Background: an optimization exercise with open tools, aiming at small area, a short achievable clock period and few clock cycles per item. Do not read the settings as production practice. In this exercise RTL edits were held to simulation tests only and were not proved equivalent to the original.

[design/flow/design.v]
package fx_pkg;
    localparam int FX_WIDTH = 16;
    localparam int FX_QFRAC = 8;
    typedef enum logic {
        COMB_ADD = 1'b0,     
        COMB_SUB = 1'b1      
    } fx_comb_op_e;
endpackage
`timescale 1ns/1ps
module fx_mul (
    input  logic [15:0] a,
    input  logic [7:0]  bneg,     
    input  logic [7:0]  bone,     
    input  logic [7:0]  btwo,     
    output logic [23:0] x,
    output logic [23:0] y
);
    wire t0 = (((bone[0] & a[0]) | (btwo[0] & 1'b0)) ^ bneg[0]);
    wire t1 = (((bone[0] & a[1]) | (btwo[0] & a[0])) ^ bneg[0]);
    wire t2 = (((bone[0] & a[2]) | (btwo[0] & a[1])) ^ bneg[0]);
    wire t3 = (((bone[0] & a[3]) | (btwo[0] & a[2])) ^ bneg[0]);
    wire t4 = (((bone[0] & a[4]) | (btwo[0] & a[3])) ^ bneg[0]);
    wire t5 = (((bone[0] & a[5]) | (btwo[0] & a[4])) ^ bneg[0]);
    wire t6 = (((bone[0] & a[6]) | (btwo[0] & a[5])) ^ bneg[0]);
    wire t7 = (((bone[0] & a[7]) | (btwo[0] & a[6])) ^ bneg[0]);
    wire t8 = (((bone[0] & a[8]) | (btwo[0] & a[7])) ^ bneg[0]);
    wire t9 = (((bone[0] & a[9]) | (btwo[0] & a[8])) ^ bneg[0]);
    wire t10 = (((bone[0] & a[10]) | (btwo[0] & a[9])) ^ bneg[0]);
    wire t11 = (((bone[0] & a[11]) | (btwo[0] & a[10])) ^ bneg[0]);
    wire t12 = (((bone[0] & a[12]) | (btwo[0] & a[11])) ^ bneg[0]);
    wire t13 = (((bone[0] & a[13]) | (btwo[0] & a[12])) ^ bneg[0]);
    wire t14 = (((bone[0] & a[14]) | (btwo[0] & a[13])) ^ bneg[0]);
    wire t15 = (((bone[0] & a[15]) | (btwo[0] & a[14])) ^ bneg[0]);
    wire t16 = ~(((bone[0] & a[15]) | (btwo[0] & a[15])) ^ bneg[0]);
    wire t17 = (((bone[1] & a[0]) | (btwo[1] & 1'b0)) ^ bneg[1]);
    wire t18 = (((bone[1] & a[1]) | (btwo[1] & a[0])) ^ bneg[1]);
    wire t19 = (((bone[1] & a[2]) | (btwo[1] & a[1])) ^ bneg[1]);
    wire t20 = (((bone[1] & a[3]) | (btwo[1] & a[2])) ^ bneg[1]);
    wire t21 = (((bone[1] & a[4]) | (btwo[1] & a[3])) ^ bneg[1]);
    wire t22 = (((bone[1] & a[5]) | (btwo[1] & a[4])) ^ bneg[1]);
    wire t23 = (((bone[1] & a[6]) | (btwo[1] & a[5])) ^ bneg[1]);
    wire t24 = (((bone[1] & a[7]) | (btwo[1] & a[6])) ^ bneg[1]);
    wire t25 = (((bone[1] & a[8]) | (btwo[1] & a[7])) ^ bneg[1]);
    wire t26 = (((bone[1] & a[9]) | (btwo[1] & a[8])) ^ bneg[1]);
    wire t27 = (((bone[1] & a[10]) | (btwo[1] & a[9])) ^ bneg[1]);
    wire t28 = (((bone[1] & a[11]) | (btwo[1] & a[10])) ^ bneg[1]);
    wire t29 = (((bone[1] & a[12]) | (btwo[1] & a[11])) ^ bneg[1]);
    wire t30 = (((bone[1] & a[13]) | (btwo[1] & a[12])) ^ bneg[1]);
    wire t31 = (((bone[1] & a[14]) | (btwo[1] & a[13])) ^ bneg[1]);
    wire t32 = (((bone[1] & a[15]) | (btwo[1] & a[14])) ^ bneg[1]);
    wire t33 = ~(((bone[1] & a[15]) | (btwo[1] & a[15])) ^ bneg[1]);
    wire t34 = (((bone[2] & a[0]) | (btwo[2] & 1'b0)) ^ bneg[2]);
    wire t35 = (((bone[2] & a[1]) | (btwo[2] & a[0])) ^ bneg[2]);
    wire t36 = (((bone[2] & a[2]) | (btwo[2] & a[1])) ^ bneg[2]);
    wire t37 = (((bone[2] & a[3]) | (btwo[2] & a[2])) ^ bneg[2]);
    wire t38 = (((bone[2] & a[4]) | (btwo[2] & a[3])) ^ bneg[2]);
    wire t39 = (((bone[2] & a[5]) | (btwo[2] & a[4])) ^ bneg[2]);
    wire t40 = (((bone[2] & a[6]) | (btwo[2] & a[5])) ^ bneg[2]);
    wire t41 = (((bone[2] & a[7]) | (btwo[2] & a[6])) ^ bneg[2]);
    wire t42 = (((bone[2] & a[8]) | (btwo[2] & a[7])) ^ bneg[2]);
    wire t43 = (((bone[2] & a[9]) | (btwo[2] & a[8])) ^ bneg[2]);
    wire t44 = (((bone[2] & a[10]) | (btwo[2] & a[9])) ^ bneg[2]);
    wire t45 = (((bone[2] & a[11]) | (btwo[2] & a[10])) ^ bneg[2]);
    wire t46 = (((bone[2] & a[12]) | (btwo[2] & a[11])) ^ bneg[2]);
    wire t47 = (((bone[2] & a[13]) | (btwo[2] & a[12])) ^ bneg[2]);
    wire t48 = (((bone[2] & a[14]) | (btwo[2] & a[13])) ^ bneg[2]);
    wire t49 = (((bone[2] & a[15]) | (btwo[2] & a[14])) ^ bneg[2]);
    wire t50 = ~(((bone[2] & a[15]) | (btwo[2] & a[15])) ^ bneg[2]);
    wire t51 = (((bone[3] & a[0]) | (btwo[3] & 1'b0)) ^ bneg[3]);
    wire t52 = (((bone[3] & a[1]) | (btwo[3] & a[0])) ^ bneg[3]);
    wire t53 = (((bone[3] & a[2]) | (btwo[3] & a[1])) ^ bneg[3]);
    wire t54 = (((bone[3] & a[3]) | (btwo[3] & a[2])) ^ bneg[3]);
    wire t55 = (((bone[3] & a[4]) | (btwo[3] & a[3])) ^ bneg[3]);
    wire t56 = (((bone[3] & a[5]) | (btwo[3] & a[4])) ^ bneg[3]);
    wire t57 = (((bone[3] & a[6]) | (btwo[3] & a[5])) ^ bneg[3]);
    wire t58 = (((bone[3] & a[7]) | (btwo[3] & a[6])) ^ bneg[3]);
    wire t59 = (((bone[3] & a[8]) | (btwo[3] & a[7])) ^ bneg[3]);
    wire t60 = (((bone[3] & a[9]) | (btwo[3] & a[8])) ^ bneg[3]);
    wire t61 = (((bone[3] & a[10]) | (btwo[3] & a[9])) ^ bneg[3]);
    wire t62 = (((bone[3] & a[11]) | (btwo[3] & a[10])) ^ bneg[3]);
    wire t63 = (((bone[3] & a[12]) | (btwo[3] & a[11])) ^ bneg[3]);
    wire t64 = (((bone[3] & a[13]) | (btwo[3] & a[12])) ^ bneg[3]);
    wire t65 = (((bone[3] & a[14]) | (btwo[3] & a[13])) ^ bneg[3]);
    wire t66 = (((bone[3] & a[15]) | (btwo[3] & a[14])) ^ bneg[3]);
    wire t67 = ~(((bone[3] & a[15]) | (btwo[3] & a[15])) ^ bneg[3]);
    wire t68 = (((bone[4] & a[0]) | (btwo[4] & 1'b0)) ^ bneg[4]);
    wire t69 = (((bone[4] & a[1]) | (btwo[4] & a[0])) ^ bneg[4]);
    wire t70 = (((bone[4] & a[2]) | (btwo[4] & a[1])) ^ bneg[4]);
    wire t71 = (((bone[4] & a[3]) | (btwo[4] & a[2])) ^ bneg[4]);
    wire t72 = (((bone[4] & a[4]) | (btwo[4] & a[3])) ^ bneg[4]);
    wire t73 = (((bone[4] & a[5]) | (btwo[4] & a[4])) ^ bneg[4]);
    wire t74 = (((bone[4] & a[6]) | (btwo[4] & a[5])) ^ bneg[4]);
    wire t75 = (((bone[4] & a[7]) | (btwo[4] & a[6])) ^ bneg[4]);
    wire t76 = (((bone[4] & a[8]) | (btwo[4] & a[7])) ^ bneg[4]);
    wire t77 = (((bone[4] & a[9]) | (btwo[4] & a[8])) ^ bneg[4]);
    wire t78 = (((bone[4] & a[10]) | (btwo[4] & a[9])) ^ bneg[4]);
    wire t79 = (((bone[4] & a[11]) | (btwo[4] & a[10])) ^ bneg[4]);
    wire t80 = (((bone[4] & a[12]) | (btwo[4] & a[11])) ^ bneg[4]);
    wire t81 = (((bone[4] & a[13]) | (btwo[4] & a[12])) ^ bneg[4]);
    wire t82 = (((bone[4] & a[14]) | (btwo[4] & a[13])) ^ bneg[4]);
    wire t83 = (((bone[4] & a[15]) | (btwo[4] & a[14])) ^ bneg[4]);
    wire t84 = (((bone[5] & a[0]) | (btwo[5] & 1'b0)) ^ bneg[5]);
    wire t85 = (((bone[5] & a[1]) | (btwo[5] & a[0])) ^ bneg[5]);
    wire t86 = (((bone[5] & a[2]) | (btwo[5] & a[1])) ^ bneg[5]);
    wire t87 = (((bone[5] & a[3]) | (btwo[5] & a[2])) ^ bneg[5]);
    wire t88 = (((bone[5] & a[4]) | (btwo[5] & a[3])) ^ bneg[5]);
    wire t89 = (((bone[5] & a[5]) | (btwo[5] & a[4])) ^ bneg[5]);
    wire t90 = (((bone[5] & a[6]) | (btwo[5] & a[5])) ^ bneg[5]);
    wire t91 = (((bone[5] & a[7]) | (btwo[5] & a[6])) ^ bneg[5]);
    wire t92 = (((bone[5] & a[8]) | (btwo[5] & a[7])) ^ bneg[5]);
    wire t93 = (((bone[5] & a[9]) | (btwo[5] & a[8])) ^ bneg[5]);
    wire t94 = (((bone[5] & a[10]) | (btwo[5] & a[9])) ^ bneg[5]);
    wire t95 = (((bone[5] & a[11]) | (btwo[5] & a[10])) ^ bneg[5]);
    wire t96 = (((bone[5] & a[12]) | (btwo[5] & a[11])) ^ bneg[5]);
    wire t97 = (((bone[5] & a[13]) | (btwo[5] & a[12])) ^ bneg[5]);
    wire t98 = (((bone[6] & a[0]) | (btwo[6] & 1'b0)) ^ bneg[6]);
    wire t99 = (((bone[6] & a[1]) | (btwo[6] & a[0])) ^ bneg[6]);
    wire t100 = (((bone[6] & a[2]) | (btwo[6] & a[1])) ^ bneg[6]);
    wire t101 = (((bone[6] & a[3]) | (btwo[6] & a[2])) ^ bneg[6]);
    wire t102 = (((bone[6] & a[4]) | (btwo[6] & a[3])) ^ bneg[6]);
    wire t103 = (((bone[6] & a[5]) | (btwo[6] & a[4])) ^ bneg[6]);
    wire t104 = (((bone[6] & a[6]) | (btwo[6] & a[5])) ^ bneg[6]);
    wire t105 = (((bone[6] & a[7]) | (btwo[6] & a[6])) ^ bneg[6]);
    wire t106 = (((bone[6] & a[8]) | (btwo[6] & a[7])) ^ bneg[6]);
    wire t107 = (((bone[6] & a[9]) | (btwo[6] & a[8])) ^ bneg[6]);
    wire t108 = (((bone[6] & a[10]) | (btwo[6] & a[9])) ^ bneg[6]);
    wire t109 = (((bone[6] & a[11]) | (btwo[6] & a[10])) ^ bneg[6]);
    wire t110 = (((bone[7] & a[0]) | (btwo[7] & 1'b0)) ^ bneg[7]);
    wire t111 = (((bone[7] & a[1]) | (btwo[7] & a[0])) ^ bneg[7]);
    wire t112 = (((bone[7] & a[2]) | (btwo[7] & a[1])) ^ bneg[7]);
    wire t113 = (((bone[7] & a[3]) | (btwo[7] & a[2])) ^ bneg[7]);
    wire t114 = (((bone[7] & a[4]) | (btwo[7] & a[3])) ^ bneg[7]);
    wire t115 = (((bone[7] & a[5]) | (btwo[7] & a[4])) ^ bneg[7]);
    wire t116 = (((bone[7] & a[6]) | (btwo[7] & a[5])) ^ bneg[7]);
    wire t117 = (((bone[7] & a[7]) | (btwo[7] & a[6])) ^ bneg[7]);
    wire t118 = (((bone[7] & a[8]) | (btwo[7] & a[7])) ^ bneg[7]);
    wire t119 = (((bone[7] & a[9]) | (btwo[7] & a[8])) ^ bneg[7]);
    wire t120 = t10 ^ t25;
    wire t121 = t10 & t25;
    wire t122 = t11 ^ t26;
    wire t123 = t11 & t26;
    wire t124 = t12 ^ t27 ^ t42;
    wire t125 = (t12 & t27) | (t12 & t42) | (t27 & t42);
    wire t126 = t57 ^ t72;
    wire t127 = t57 & t72;
    wire t128 = t13 ^ t28 ^ t43;
    wire t129 = (t13 & t28) | (t13 & t43) | (t28 & t43);
    wire t130 = t58 ^ t73;
    wire t131 = t58 & t73;
    wire t132 = t14 ^ t29 ^ t44;
    wire t133 = (t14 & t29) | (t14 & t44) | (t29 & t44);
    wire t134 = t59 ^ t74 ^ t88;
    wire t135 = (t59 & t74) | (t59 & t88) | (t74 & t88);
    wire t136 = t100 ^ t110;
    wire t137 = t100 & t110;
    wire t138 = t15 ^ t30 ^ t45;
    wire t139 = (t15 & t30) | (t15 & t45) | (t30 & t45);
    wire t140 = t60 ^ t75 ^ t89;
    wire t141 = (t60 & t75) | (t60 & t89) | (t75 & t89);
    wire t142 = t101 ^ t111;
    wire t143 = t101 & t111;
    wire t144 = t16 ^ t31 ^ t46;
    wire t145 = (t16 & t31) | (t16 & t46) | (t31 & t46);
    wire t146 = t61 ^ t76 ^ t90;
    wire t147 = (t61 & t76) | (t61 & t90) | (t76 & t90);
    wire t148 = t102 ^ t112 ^ 1'b1;
    wire t149 = (t102 & t112) | (t102 & 1'b1) | (t112 & 1'b1);
    wire t150 = t32 ^ t47 ^ t62;
    wire t151 = (t32 & t47) | (t32 & t62) | (t47 & t62);
    wire t152 = t77 ^ t91 ^ t103;
    wire t153 = (t77 & t91) | (t77 & t103) | (t91 & t103);
    wire t154 = t113 ^ 1'b1;
    wire t155 = t113 & 1'b1;
    wire t156 = t33 ^ t48 ^ t63;
    wire t157 = (t33 & t48) | (t33 & t63) | (t48 & t63);
    wire t158 = t78 ^ t92 ^ t104;
    wire t159 = (t78 & t92) | (t78 & t104) | (t92 & t104);
    wire t160 = t49 ^ t64 ^ t79;
    wire t161 = (t49 & t64) | (t49 & t79) | (t64 & t79);
    wire t162 = t93 ^ t105;
    wire t163 = t93 & t105;
    wire t164 = t50 ^ t65 ^ t80;
    wire t165 = (t50 & t65) | (t50 & t80) | (t65 & t80);
    wire t166 = t66 ^ t81;
    wire t167 = t66 & t81;
    wire t168 = t6 ^ t21;
    wire t169 = t6 & t21;
    wire t170 = t7 ^ t22 ^ t37;
    wire t171 = (t7 & t22) | (t7 & t37) | (t22 & t37);
    wire t172 = t8 ^ t23 ^ t38;
    wire t173 = (t8 & t23) | (t8 & t38) | (t23 & t38);
    wire t174 = t53 ^ t68;
    wire t175 = t53 & t68;
    wire t176 = t9 ^ t24 ^ t39;
    wire t177 = (t9 & t24) | (t9 & t39) | (t24 & t39);
    wire t178 = t54 ^ t69;
    wire t179 = t54 & t69;
    wire t180 = t120 ^ t40 ^ t55;
    wire t181 = (t120 & t40) | (t120 & t55) | (t40 & t55);
    wire t182 = t70 ^ t84 ^ bneg[5];
    wire t183 = (t70 & t84) | (t70 & bneg[5]) | (t84 & bneg[5]);
    wire t184 = t121 ^ t122 ^ t41;
    wire t185 = (t121 & t122) | (t121 & t41) | (t122 & t41);
    wire t186 = t56 ^ t71 ^ t85;
    wire t187 = (t56 & t71) | (t56 & t85) | (t71 & t85);
    wire t188 = t123 ^ t124 ^ t126;
    wire t189 = (t123 & t124) | (t123 & t126) | (t124 & t126);
    wire t190 = t86 ^ t98 ^ bneg[6];
    wire t191 = (t86 & t98) | (t86 & bneg[6]) | (t98 & bneg[6]);
    wire t192 = t125 ^ t127 ^ t128;
    wire t193 = (t125 & t127) | (t125 & t128) | (t127 & t128);
    wire t194 = t130 ^ t87 ^ t99;
    wire t195 = (t130 & t87) | (t130 & t99) | (t87 & t99);
    wire t196 = t129 ^ t131 ^ t132;
    wire t197 = (t129 & t131) | (t129 & t132) | (t131 & t132);
    wire t198 = t134 ^ t136 ^ bneg[7];
    wire t199 = (t134 & t136) | (t134 & bneg[7]) | (t136 & bneg[7]);
    wire t200 = t133 ^ t135 ^ t137;
    wire t201 = (t133 & t135) | (t133 & t137) | (t135 & t137);
    wire t202 = t138 ^ t140 ^ t142;
    wire t203 = (t138 & t140) | (t138 & t142) | (t140 & t142);
    wire t204 = t139 ^ t141 ^ t143;
    wire t205 = (t139 & t141) | (t139 & t143) | (t141 & t143);
    wire t206 = t144 ^ t146 ^ t148;
    wire t207 = (t144 & t146) | (t144 & t148) | (t146 & t148);
    wire t208 = t145 ^ t147 ^ t149;
    wire t209 = (t145 & t147) | (t145 & t149) | (t147 & t149);
    wire t210 = t150 ^ t152 ^ t154;
    wire t211 = (t150 & t152) | (t150 & t154) | (t152 & t154);
    wire t212 = t151 ^ t153 ^ t155;
    wire t213 = (t151 & t153) | (t151 & t155) | (t153 & t155);
    wire t214 = t156 ^ t158 ^ t114;
    wire t215 = (t156 & t158) | (t156 & t114) | (t158 & t114);
    wire t216 = t157 ^ t159 ^ t160;
    wire t217 = (t157 & t159) | (t157 & t160) | (t159 & t160);
    wire t218 = t162 ^ t115 ^ 1'b1;
    wire t219 = (t162 & t115) | (t162 & 1'b1) | (t115 & 1'b1);
    wire t220 = t161 ^ t163 ^ t164;
    wire t221 = (t161 & t163) | (t161 & t164) | (t163 & t164);
    wire t222 = t94 ^ t106 ^ t116;
    wire t223 = (t94 & t106) | (t94 & t116) | (t106 & t116);
    wire t224 = t165 ^ t166 ^ t95;
    wire t225 = (t165 & t166) | (t165 & t95) | (t166 & t95);
    wire t226 = t107 ^ t117 ^ 1'b1;
    wire t227 = (t107 & t117) | (t107 & 1'b1) | (t117 & 1'b1);
    wire t228 = t167 ^ t67 ^ t82;
    wire t229 = (t167 & t67) | (t167 & t82) | (t67 & t82);
    wire t230 = t96 ^ t108 ^ t118;
    wire t231 = (t96 & t108) | (t96 & t118) | (t108 & t118);
    wire t232 = t83 ^ t97 ^ t109;
    wire t233 = (t83 & t97) | (t83 & t109) | (t97 & t109);
    wire t234 = t119 ^ 1'b1;
    wire t235 = t119 & 1'b1;
    wire t236 = t4 ^ t19;
    wire t237 = t4 & t19;
    wire t238 = t5 ^ t20;
    wire t239 = t5 & t20;
    wire t240 = t168 ^ t36 ^ t51;
    wire t241 = (t168 & t36) | (t168 & t51) | (t36 & t51);
    wire t242 = t169 ^ t170 ^ t52;
    wire t243 = (t169 & t170) | (t169 & t52) | (t170 & t52);
    wire t244 = t171 ^ t172 ^ t174;
    wire t245 = (t171 & t172) | (t171 & t174) | (t172 & t174);
    wire t246 = t173 ^ t175 ^ t176;
    wire t247 = (t173 & t175) | (t173 & t176) | (t175 & t176);
    wire t248 = t177 ^ t179 ^ t180;
    wire t249 = (t177 & t179) | (t177 & t180) | (t179 & t180);
    wire t250 = t181 ^ t183 ^ t184;
    wire t251 = (t181 & t183) | (t181 & t184) | (t183 & t184);
    wire t252 = t185 ^ t187 ^ t188;
    wire t253 = (t185 & t187) | (t185 & t188) | (t187 & t188);
    wire t254 = t189 ^ t191 ^ t192;
    wire t255 = (t189 & t191) | (t189 & t192) | (t191 & t192);
    wire t256 = t193 ^ t195 ^ t196;
    wire t257 = (t193 & t195) | (t193 & t196) | (t195 & t196);
    wire t258 = t197 ^ t199 ^ t200;
    wire t259 = (t197 & t199) | (t197 & t200) | (t199 & t200);
    wire t260 = t201 ^ t203 ^ t204;
    wire t261 = (t201 & t203) | (t201 & t204) | (t203 & t204);
    wire t262 = t205 ^ t207 ^ t208;
    wire t263 = (t205 & t207) | (t205 & t208) | (t207 & t208);
    wire t264 = t209 ^ t211 ^ t212;
    wire t265 = (t209 & t211) | (t209 & t212) | (t211 & t212);
    wire t266 = t213 ^ t215 ^ t216;
    wire t267 = (t213 & t215) | (t213 & t216) | (t215 & t216);
    wire t268 = t217 ^ t219 ^ t220;
    wire t269 = (t217 & t219) | (t217 & t220) | (t219 & t220);
    wire t270 = t221 ^ t223 ^ t224;
    wire t271 = (t221 & t223) | (t221 & t224) | (t223 & t224);
    wire t272 = t225 ^ t227 ^ t228;
    wire t273 = (t225 & t227) | (t225 & t228) | (t227 & t228);
    wire t274 = t229 ^ t231 ^ t232;
    wire t275 = (t229 & t231) | (t229 & t232) | (t231 & t232);
    wire t276 = t2 ^ t17;
    wire t277 = t2 & t17;
    wire t278 = t3 ^ t18;
    wire t279 = t3 & t18;
    wire t280 = t236 ^ t34 ^ bneg[2];
    wire t281 = (t236 & t34) | (t236 & bneg[2]) | (t34 & bneg[2]);
    wire t282 = t237 ^ t238 ^ t35;
    wire t283 = (t237 & t238) | (t237 & t35) | (t238 & t35);
    wire t284 = t239 ^ t240 ^ bneg[3];
    wire t285 = (t239 & t240) | (t239 & bneg[3]) | (t240 & bneg[3]);
    wire t286 = t241 ^ t242 ^ 1'b1;
    wire t287 = (t241 & t242) | (t241 & 1'b1) | (t242 & 1'b1);
    wire t288 = t243 ^ t244 ^ bneg[4];
    wire t289 = (t243 & t244) | (t243 & bneg[4]) | (t244 & bneg[4]);
    wire t290 = t245 ^ t246 ^ t178;
    wire t291 = (t245 & t246) | (t245 & t178) | (t246 & t178);
    wire t292 = t247 ^ t248 ^ t182;
    wire t293 = (t247 & t248) | (t247 & t182) | (t248 & t182);
    wire t294 = t249 ^ t250 ^ t186;
    wire t295 = (t249 & t250) | (t249 & t186) | (t250 & t186);
    wire t296 = t251 ^ t252 ^ t190;
    wire t297 = (t251 & t252) | (t251 & t190) | (t252 & t190);
    wire t298 = t253 ^ t254 ^ t194;
    wire t299 = (t253 & t254) | (t253 & t194) | (t254 & t194);
    wire t300 = t255 ^ t256 ^ t198;
    wire t301 = (t255 & t256) | (t255 & t198) | (t256 & t198);
    wire t302 = t257 ^ t258 ^ t202;
    wire t303 = (t257 & t258) | (t257 & t202) | (t258 & t202);
    wire t304 = t259 ^ t260 ^ t206;
    wire t305 = (t259 & t260) | (t259 & t206) | (t260 & t206);
    wire t306 = t261 ^ t262 ^ t210;
    wire t307 = (t261 & t262) | (t261 & t210) | (t262 & t210);
    wire t308 = t263 ^ t264 ^ t214;
    wire t309 = (t263 & t264) | (t263 & t214) | (t264 & t214);
    wire t310 = t265 ^ t266 ^ t218;
    wire t311 = (t265 & t266) | (t265 & t218) | (t266 & t218);
    wire t312 = t267 ^ t268 ^ t222;
    wire t313 = (t267 & t268) | (t267 & t222) | (t268 & t222);
    wire t314 = t269 ^ t270 ^ t226;
    wire t315 = (t269 & t270) | (t269 & t226) | (t270 & t226);
    wire t316 = t271 ^ t272 ^ t230;
    wire t317 = (t271 & t272) | (t271 & t230) | (t272 & t230);
    wire t318 = t273 ^ t274 ^ t234;
    wire t319 = (t273 & t274) | (t273 & t234) | (t274 & t234);
    assign x = {t317, t315, t313, t311, t309, t307, t305, t303, t301, t299, t297, t295, t293, t291, t289, t287, t285, t283, t281, t279, t277, t276, t1, t0};
    assign y = {t318, t316, t314, t312, t310, t308, t306, t304, t302, t300, t298, t296, t294, t292, t290, t288, t286, t284, t282, t280, t278, bneg[1], 1'b0, bneg[0]};
endmodule
module fx_booth_enc (
    input  logic [15:0] b,
    output logic [7:0]  bneg,
    output logic [7:0]  bone,
    output logic [7:0]  btwo
);
    logic [16:0] bx;
    assign bx = {b, 1'b0};
    always_comb begin
        for (int i = 0; i < 8; i++) begin
            bneg[i] = bx[2*i+2];
            bone[i] = bx[2*i+1] ^ bx[2*i];
            btwo[i] = (bx[2*i+2] & ~bx[2*i+1] & ~bx[2*i]) | (~bx[2*i+2] & bx[2*i+1] & bx[2*i]);
        end
    end
endmodule
`timescale 1ns/1ps
module fx_comb (
    input  logic        mode,     
    input  logic [23:0] x0,
    input  logic [23:0] y0,
    input  logic [23:0] x1,
    input  logic [23:0] y1,
    output logic [15:0] u,
    output logic [15:0] v,
    output logic        s0,       
    output logic        s1        
);
    logic [8:0]  lo0, lo1;
    logic [23:0] f0, f1;
    assign lo0 = {1'b0, x0[7:0]} + {1'b0, y0[7:0]};
    assign lo1 = {1'b0, x1[7:0]} + {1'b0, y1[7:0]};
    wire c0 = lo0[8];
    wire c1 = lo1[8];
    assign f0 = x0 + y0;
    assign f1 = x1 + y1;
    assign s0 = f0[23];
    assign s1 = f1[23] ^ mode;
    wire k0 = x0[8] ^ y0[8];
    wire k1 = x0[8] & y0[8];
    wire k2 = k0 ^ (x1[8] ^ mode) ^ (y1[8] ^ mode);
    wire k3 = (k0 & (x1[8] ^ mode)) | (k0 & (y1[8] ^ mode)) | ((x1[8] ^ mode) & (y1[8] ^ mode));
    wire k4 = k1 ^ x0[9] ^ y0[9];
    wire k5 = (k1 & x0[9]) | (k1 & y0[9]) | (x0[9] & y0[9]);
    wire k6 = x0[10] ^ y0[10];
    wire k7 = x0[10] & y0[10];
    wire k8 = x0[11] ^ y0[11];
    wire k9 = x0[11] & y0[11];
    wire k10 = x0[12] ^ y0[12];
    wire k11 = x0[12] & y0[12];
    wire k12 = x0[13] ^ y0[13];
    wire k13 = x0[13] & y0[13];
    wire k14 = x0[14] ^ y0[14];
    wire k15 = x0[14] & y0[14];
    wire k16 = x0[15] ^ y0[15];
    wire k17 = x0[15] & y0[15];
    wire k18 = x0[16] ^ y0[16];
    wire k19 = x0[16] & y0[16];
    wire k20 = x0[17] ^ y0[17];
    wire k21 = x0[17] & y0[17];
    wire k22 = x0[18] ^ y0[18];
    wire k23 = x0[18] & y0[18];
    wire k24 = x0[19] ^ y0[19];
    wire k25 = x0[19] & y0[19];
    wire k26 = x0[20] ^ y0[20];
    wire k27 = x0[20] & y0[20];
    wire k28 = x0[21] ^ y0[21];
    wire k29 = x0[21] & y0[21];
    wire k30 = x0[22] ^ y0[22];
    wire k31 = x0[22] & y0[22];
    wire k32 = x0[23] ^ y0[23];
    wire k33 = x0[23] & y0[23];
    wire k34 = k2 ^ c0;
    wire k35 = k2 & c0;
    wire k36 = k3 ^ k4 ^ (x1[9] ^ mode);
    wire k37 = (k3 & k4) | (k3 & (x1[9] ^ mode)) | (k4 & (x1[9] ^ mode));
    wire k38 = k5 ^ k6 ^ (x1[10] ^ mode);
    wire k39 = (k5 & k6) | (k5 & (x1[10] ^ mode)) | (k6 & (x1[10] ^ mode));
    wire k40 = k7 ^ k8 ^ (x1[11] ^ mode);
    wire k41 = (k7 & k8) | (k7 & (x1[11] ^ mode)) | (k8 & (x1[11] ^ mode));
    wire k42 = k9 ^ k10 ^ (x1[12] ^ mode);
    wire k43 = (k9 & k10) | (k9 & (x1[12] ^ mode)) | (k10 & (x1[12] ^ mode));
    wire k44 = k11 ^ k12 ^ (x1[13] ^ mode);
    wire k45 = (k11 & k12) | (k11 & (x1[13] ^ mode)) | (k12 & (x1[13] ^ mode));
    wire k46 = k13 ^ k14 ^ (x1[14] ^ mode);
    wire k47 = (k13 & k14) | (k13 & (x1[14] ^ mode)) | (k14 & (x1[14] ^ mode));
    wire k48 = k15 ^ k16 ^ (x1[15] ^ mode);
    wire k49 = (k15 & k16) | (k15 & (x1[15] ^ mode)) | (k16 & (x1[15] ^ mode));
    wire k50 = k17 ^ k18 ^ (x1[16] ^ mode);
    wire k51 = (k17 & k18) | (k17 & (x1[16] ^ mode)) | (k18 & (x1[16] ^ mode));
    wire k52 = k19 ^ k20 ^ (x1[17] ^ mode);
    wire k53 = (k19 & k20) | (k19 & (x1[17] ^ mode)) | (k20 & (x1[17] ^ mode));
    wire k54 = k21 ^ k22 ^ (x1[18] ^ mode);
    wire k55 = (k21 & k22) | (k21 & (x1[18] ^ mode)) | (k22 & (x1[18] ^ mode));
    wire k56 = k23 ^ k24 ^ (x1[19] ^ mode);
    wire k57 = (k23 & k24) | (k23 & (x1[19] ^ mode)) | (k24 & (x1[19] ^ mode));
    wire k58 = k25 ^ k26 ^ (x1[20] ^ mode);
    wire k59 = (k25 & k26) | (k25 & (x1[20] ^ mode)) | (k26 & (x1[20] ^ mode));
    wire k60 = k27 ^ k28 ^ (x1[21] ^ mode);
    wire k61 = (k27 & k28) | (k27 & (x1[21] ^ mode)) | (k28 & (x1[21] ^ mode));
    wire k62 = k29 ^ k30 ^ (x1[22] ^ mode);
    wire k63 = (k29 & k30) | (k29 & (x1[22] ^ mode)) | (k30 & (x1[22] ^ mode));
    wire k64 = k31 ^ k32 ^ (x1[23] ^ mode);
    wire k65 = (k31 & k32) | (k31 & (x1[23] ^ mode)) | (k32 & (x1[23] ^ mode));
    wire k66 = k34 ^ (c1 ^ mode);
    wire k67 = k34 & (c1 ^ mode);
    wire k68 = k35 ^ k36 ^ (y1[9] ^ mode);
    wire k69 = (k35 & k36) | (k35 & (y1[9] ^ mode)) | (k36 & (y1[9] ^ mode));
    wire k70 = k37 ^ k38 ^ (y1[10] ^ mode);
    wire k71 = (k37 & k38) | (k37 & (y1[10] ^ mode)) | (k38 & (y1[10] ^ mode));
    wire k72 = k39 ^ k40 ^ (y1[11] ^ mode);
    wire k73 = (k39 & k40) | (k39 & (y1[11] ^ mode)) | (k40 & (y1[11] ^ mode));
    wire k74 = k41 ^ k42 ^ (y1[12] ^ mode);
    wire k75 = (k41 & k42) | (k41 & (y1[12] ^ mode)) | (k42 & (y1[12] ^ mode));
    wire k76 = k43 ^ k44 ^ (y1[13] ^ mode);
    wire k77 = (k43 & k44) | (k43 & (y1[13] ^ mode)) | (k44 & (y1[13] ^ mode));
    wire k78 = k45 ^ k46 ^ (y1[14] ^ mode);
    wire k79 = (k45 & k46) | (k45 & (y1[14] ^ mode)) | (k46 & (y1[14] ^ mode));
    wire k80 = k47 ^ k48 ^ (y1[15] ^ mode);
    wire k81 = (k47 & k48) | (k47 & (y1[15] ^ mode)) | (k48 & (y1[15] ^ mode));
    wire k82 = k49 ^ k50 ^ (y1[16] ^ mode);
    wire k83 = (k49 & k50) | (k49 & (y1[16] ^ mode)) | (k50 & (y1[16] ^ mode));
    wire k84 = k51 ^ k52 ^ (y1[17] ^ mode);
    wire k85 = (k51 & k52) | (k51 & (y1[17] ^ mode)) | (k52 & (y1[17] ^ mode));
    wire k86 = k53 ^ k54 ^ (y1[18] ^ mode);
    wire k87 = (k53 & k54) | (k53 & (y1[18] ^ mode)) | (k54 & (y1[18] ^ mode));
    wire k88 = k55 ^ k56 ^ (y1[19] ^ mode);
    wire k89 = (k55 & k56) | (k55 & (y1[19] ^ mode)) | (k56 & (y1[19] ^ mode));
    wire k90 = k57 ^ k58 ^ (y1[20] ^ mode);
    wire k91 = (k57 & k58) | (k57 & (y1[20] ^ mode)) | (k58 & (y1[20] ^ mode));
    wire k92 = k59 ^ k60 ^ (y1[21] ^ mode);
    wire k93 = (k59 & k60) | (k59 & (y1[21] ^ mode)) | (k60 & (y1[21] ^ mode));
    wire k94 = k61 ^ k62 ^ (y1[22] ^ mode);
    wire k95 = (k61 & k62) | (k61 & (y1[22] ^ mode)) | (k62 & (y1[22] ^ mode));
    wire k96 = k63 ^ k64 ^ (y1[23] ^ mode);
    wire k97 = (k63 & k64) | (k63 & (y1[23] ^ mode)) | (k64 & (y1[23] ^ mode));
    assign u = {k95, k93, k91, k89, k87, k85, k83, k81, k79, k77, k75, k73, k71, k69, k67, k66};
    assign v = {k96, k94, k92, k90, k88, k86, k84, k82, k80, k78, k76, k74, k72, k70, k68, mode};
endmodule
`timescale 1ns/1ps
module fx_sum_sat (
    input  logic [15:0] u,
    input  logic [15:0] v,
    input  logic        s0,       
    input  logic        s1,       
    output logic [15:0] result,
    output logic        sat
);
    logic [15:0] sum;
    assign sum = u + v;
    assign sat    = (s0 == s1) && (sum[15] != s0);
    assign result = sat ? {s0, {15{~s0}}} : sum;
endmodule
`timescale 1ns/1ps
module fx_dot2_top (
    input  logic        clk,
    input  logic        rst_n,
    input  logic        mode,     
    input  logic        valid_in,
    output logic        ready_out,
    input  logic [15:0] a0,
    input  logic [15:0] b0,
    input  logic [15:0] a1,
    input  logic [15:0] b1,
    output logic        valid_out,
    input  logic        ready_in,
    output logic [15:0] result,
    output logic        sat
);
    logic adv, in_en, valid_x;
    assign adv       = !valid_out || ready_in;
    assign in_en     = adv || !valid_x;
    assign ready_out = in_en;
    always_ff @(posedge clk or negedge rst_n) begin
        if (!rst_n) begin
            valid_x   <= 1'b0;
            valid_out <= 1'b0;
        end else begin
            if (in_en)
                valid_x <= valid_in;
            if (adv)
                valid_out <= valid_x;
        end
    end
    logic [7:0]  bn0, bo0, bt0, bn1, bo1, bt1;
    fx_booth_enc lane0_enc_i (.b(b0), .bneg(bn0), .bone(bo0), .btwo(bt0));
    fx_booth_enc lane1_enc_i (.b(b1), .bneg(bn1), .bone(bo1), .btwo(bt1));
    logic [15:0] a0_q, a1_q;
    logic [7:0]  bn0_q, bo0_q, bt0_q, bn1_q, bo1_q, bt1_q;
    logic        mode_q;
    always_ff @(posedge clk) begin
        if (in_en) begin
            a0_q   <= a0;
            a1_q   <= a1;
            bn0_q  <= bn0;
            bo0_q  <= bo0;
            bt0_q  <= bt0;
            bn1_q  <= bn1;
            bo1_q  <= bo1;
            bt1_q  <= bt1;
            mode_q <= mode;
        end
    end
    logic [23:0] x0, y0, x1, y1;
    fx_mul lane0_mul_i (.a(a0_q), .bneg(bn0_q), .bone(bo0_q), .btwo(bt0_q), .x(x0), .y(y0));
    fx_mul lane1_mul_i (.a(a1_q), .bneg(bn1_q), .bone(bo1_q), .btwo(bt1_q), .x(x1), .y(y1));
    logic [15:0] u, v;
    logic        s0, s1;
    fx_comb comb_i (.mode(mode_q), .x0(x0), .y0(y0), .x1(x1), .y1(y1), .u(u), .v(v), .s0(s0), .s1(s1));
    logic [15:0] u_q, v_q;
    logic        s0_q, s1_q;
    always_ff @(posedge clk) begin
        if (adv) begin
            u_q  <= u;
            v_q  <= v;
            s0_q <= s0;
            s1_q <= s1;
        end
    end
    fx_sum_sat sum_i (.u(u_q), .v(v_q), .s0(s0_q), .s1(s1_q), .result(result), .sat(sat));
endmodule
[design/flow/run.sh]
#!/bin/bash
# synth_recipe.tcl (not shown) runs the flow's synth.tcl, then flattens the netlist and writes it again
# the make line also repeats each setting of config.mk as NAME=value (left out here)
make -C /OpenROAD-flow-scripts/flow DESIGN_CONFIG=/design/flow/config.mk WORK_HOME=/design/flow/orfs CLKGATE_MAP_FILE= SYNTH_SCRIPT=/design/flow/synth_recipe.tcl finish
[design/flow/config.mk]
export PLATFORM = sky130hd
export DESIGN_NAME = fx_dot2_top
export DESIGN_NICKNAME = fx_dot2_top
export VERILOG_FILES = /design/flow/design.v
export SDC_FILE = /design/flow/constraint.sdc
export NUM_CORES = 4
export LEC_CHECK = 0
export CAP_MARGIN = 20
export CORE_MARGIN = 2
export CORE_UTILIZATION = 40
export SLEW_MARGIN = 20
[design/flow/constraint.sdc]
create_clock -name core_clock -period 7.0 [get_ports {clk}]
set_input_delay 1.4000 -clock core_clock [delete_from_list [all_inputs] [get_ports {clk}]]
set_output_delay 1.4000 -clock core_clock [all_outputs]
set_load 0.01 [all_outputs]
==> reports/results.txt <==
Status: no timing/DRC/antenna violations
Routability congestion estimate: 0.8593
Max cap viols: 0
Post-detail-place hpwl: 29.13 mm
Cells along the critical path: a22oi_1, xnor2_1, ha_1, fa_1, inv_1, fa_1, inv_1, ha_1, a211oi_1, o21ai_0, a21oi_1, nor3_1, a2111oi_1, o31a_1, xnor2_1
Routed Antenna Nets: 0
Syn_nets: 1898
Crit-path slowest cell: edfxtp_1
Remaining Overflow, GRT: 0
CTS Buffer Depth: 2
Number of synthesized flops with an enable pin: 115
Total GRT Usage: 0.1934
Sink Count: 117
WL per Instance: 18.29 um
Synth Area per Inst: 10.19 sq um
Layout cell share with drive strength beyond 1: 0.03883
Final Max Tran Viols: 0
Final nets: 1881
Drt via density: 5.311
PortBufs: 87
TNS Setup: 0 ns
H-tree level count: 4
CTS tree: built
Routed wire length: 37.74 mm
N_diodes: 0
Vias in the first global route: 11347
Non-Filler Instances: 2063
CTS buffer count: 17
Initial antenna violation count: 1
RSZ-0062 raised after global routing: no
Hold Path Class: flip-flop to flip-flop
Clk root buf: clkbuf_16
Post-synthesis async set-or-reset flop share: 0.01709
Area grow syn2layout: 10.30%
Post-cts sizing count: 0
1st-pass router iterations: 8
Critical path class: flip-flop to flip-flop
Reg clk slew, reported paths: 0.07 ns
Maximum number of pins on one net before global-route repair: 63
Register bit count reported by yosys: 117
Post-synthesis sequential area ratio: 0.2220
Slew Limit Headroom: 0.3044
Synth Cell Area: 15780 sq um
Hold buffer count at cts: 0
Critical Path Max Stage Delay: 0.83 ns
First-pass GRT wire length: 62.80 mm
Worst-skew pair later-pin latency: 0.44 ns
Yosys cell types: 56
Startpoint types: flip-flop
Top_reg_cell synth: edfxtp_1
DR vias: 10956
Final setup viols: 0
Arrival time worst endpoint: 5.31 ns
Die ar.: 41050 sq um
Top Ports: 88
Tcrit/Tclk final: 0.7350
Initial core utilization: 0.4064
DP Cell Count: 2031
Std cell rows: 72
Fmax: 0.1944 GHz
Final hold violation count: 0
Die X: 202.6 um
Residual DRC: 0
Core ar.: 38830 sq um
Die Ht: 202.6 um
Nature of the critical path endpoint: flip-flop
Clock skew: 0.01907 ns
Postcts setup bufs: 0
Cells after synthesis: 1549
Initial drt markers: 899
Crit-path max FO: 16
Ys Warns: 2
CP required: 7.16 ns
Fin crit period: 5.145 ns
Slew at the pin with the worst max-slew slack: 1.043 ns
## worst max-delay path, delay by kind of cell (launching register included)
| family | cells | cell delay (ns) |
|---|---|---|
| flip-flops | 1 | 0.83 |
| AO/OA/AOI/OAI | 6 | 1.90 |
| buffers and inverters | 2 | 0.12 |
| AND/OR/NAND/NOR | 1 | 0.11 |
| adder cells (fa/ha/maj) | 4 | 1.66 |
| XOR/XNOR | 2 | 0.23 |
## area by class of cell
cell class                      count  area [sq um]
Inverter                          257         964.7
Clock buffer                       17         425.4
Clock inverter                     15         146.4
Multi-Input combinational cell   1048         10820
Timing Repair Buffer               91         900.9
Tap cell                          518         648.1
Sequential cell                   117          3503
Fill cell                        3655         21420
## cells in the mapped netlist, types with 14 or more instances
master / n / share of area
a21o_1: 15 / 0.0071
a21oi_1: 17 / 0.0054
a22oi_1: 218 / 0.10
buf_1: 14 / 0.0033
clkbuf_1: 107 / 0.025
edfxtp_1: 115 / 0.22
fa_1: 183 / 0.23
ha_1: 97 / 0.077
inv_1: 255 / 0.061
nand2_1: 36 / 0.0086
nand2b_1: 21 / 0.0083
nand3b_1: 15 / 0.0071
o21ai_0: 37 / 0.012
xnor2_1: 198 / 0.11
xor2_1: 117 / 0.065
## flip-flops by register name, indices dropped and copies added, names as in the netlist, 8 cells and up
register  flops
v_q          16
a1_q         16
bn1_q         8
a0_q         16
bt0_q         8
bo1_q         8
bt1_q         8
u_q          16
bo0_q         8
bn0_q         8
## final timing paths
kind	start	end	slack, ns	depth (start not counted)
worst max-delay path	a1_q[6]	s1_q	1.86	15
worst max register to register	a1_q[6]	s1_q	1.86	15
min in group asynchronous	rst_n	valid_x	1.13	1
worst min register to register	valid_x	valid_out	0.47	1
max in group asynchronous	rst_n	valid_out	5.75	1
worst min-delay path	valid_x	valid_out	0.47	1
## logic make-up (layout without fill, tap and decap cells)
family                     after synthesis  after routing  share of synthesized area
xor gates and xnor gates               315            315                     0.1748
buffers and inverters                  384            380                    0.09261
DFF                                    117            117                     0.2220
adders and majority gates              281            281                     0.3097
muxes                                    7              7                   0.004757
AOI/OAI and AO/OA                      329            329                     0.1563
and+or+nand+nor                        116            116                    0.03980
## layout by cell type (no fill, tap or decap), drive strengths merged, types with 3 or more instances in the layout
master / count
edfxtp: 115
and3: 3
nor3: 6
o31ai: 4
o21ai: 37
a21o: 15
clkbuf: 17
nor2: 13
nand3: 5
ha: 97
o211ai: 3
nor2b: 4
mux2i: 3
clkdlybuf4s50: 87
clkinv: 3
a211oi: 3
mux2: 4
a2bb2oi: 12
a21oi: 18
nand3b: 15
o21a: 3
a22oi: 218
nand4: 7
xnor2: 198
nand2: 36
fa: 183
xor2: 117
nand2b: 21
buf: 4
clkinvlp: 3
inv: 265
## per-stage QoR
step	hold WS, ns	setup WS (ns)	utilization	instance area [sq um]
2_1_floorplan	0.4244	2.012	-	15780
3_3_place_gp	0.4501	1.798	0.4335	16830
3_5_place_dp	0.4495	1.814	0.4335	16830
4_1_cts	0.4686	1.759	0.4482	17400
5_1_grt	0.4856	1.599	0.4483	17410
6_report	0.4688	1.855	0.4483	17410
## layer usage
metal,routed length (um),track usage,vias up
met5,0,0,-
met4,375,0.04197,0
met3,2036,0.02087,18
met2,17680,0.3092,359
met1,17650,0.2833,5469
li1,-,-,5110
Testbench counts, summed over its fixed seeds: cycles 4,128, items 4,096.

[afterwards: timing with drivers on the ports]
The results above use ideal ports. As a check the final layout listed here was re-extracted and re-timed, cells and wires unchanged. Step 1 (the two cells are an assumption about what drives the block):
set clk [get_ports {clk}]
set_driving_cell -lib_cell sky130_fd_sc_hd__clkbuf_16 $clk
set_driving_cell -lib_cell sky130_fd_sc_hd__buf_2 [delete_from_list [all_inputs] $clk]
Step 2, shift: input delay + t, output delay - t, t = (earliest + latest rising clock arrival at the registers) / 2. This alone moves slack from input paths to output paths. a / b / c = no drivers / after step 1 / after step 2; a / b = the first two.
t, ns: 0.487
setup WS [ns]: 1.855 / 1.840 / 1.855
pins driven straight from the clock port: 1
After both steps this run still meets setup and hold. The setup slack of this run moves by -0.015 ns with the drivers and by 0.000 ns with both steps.
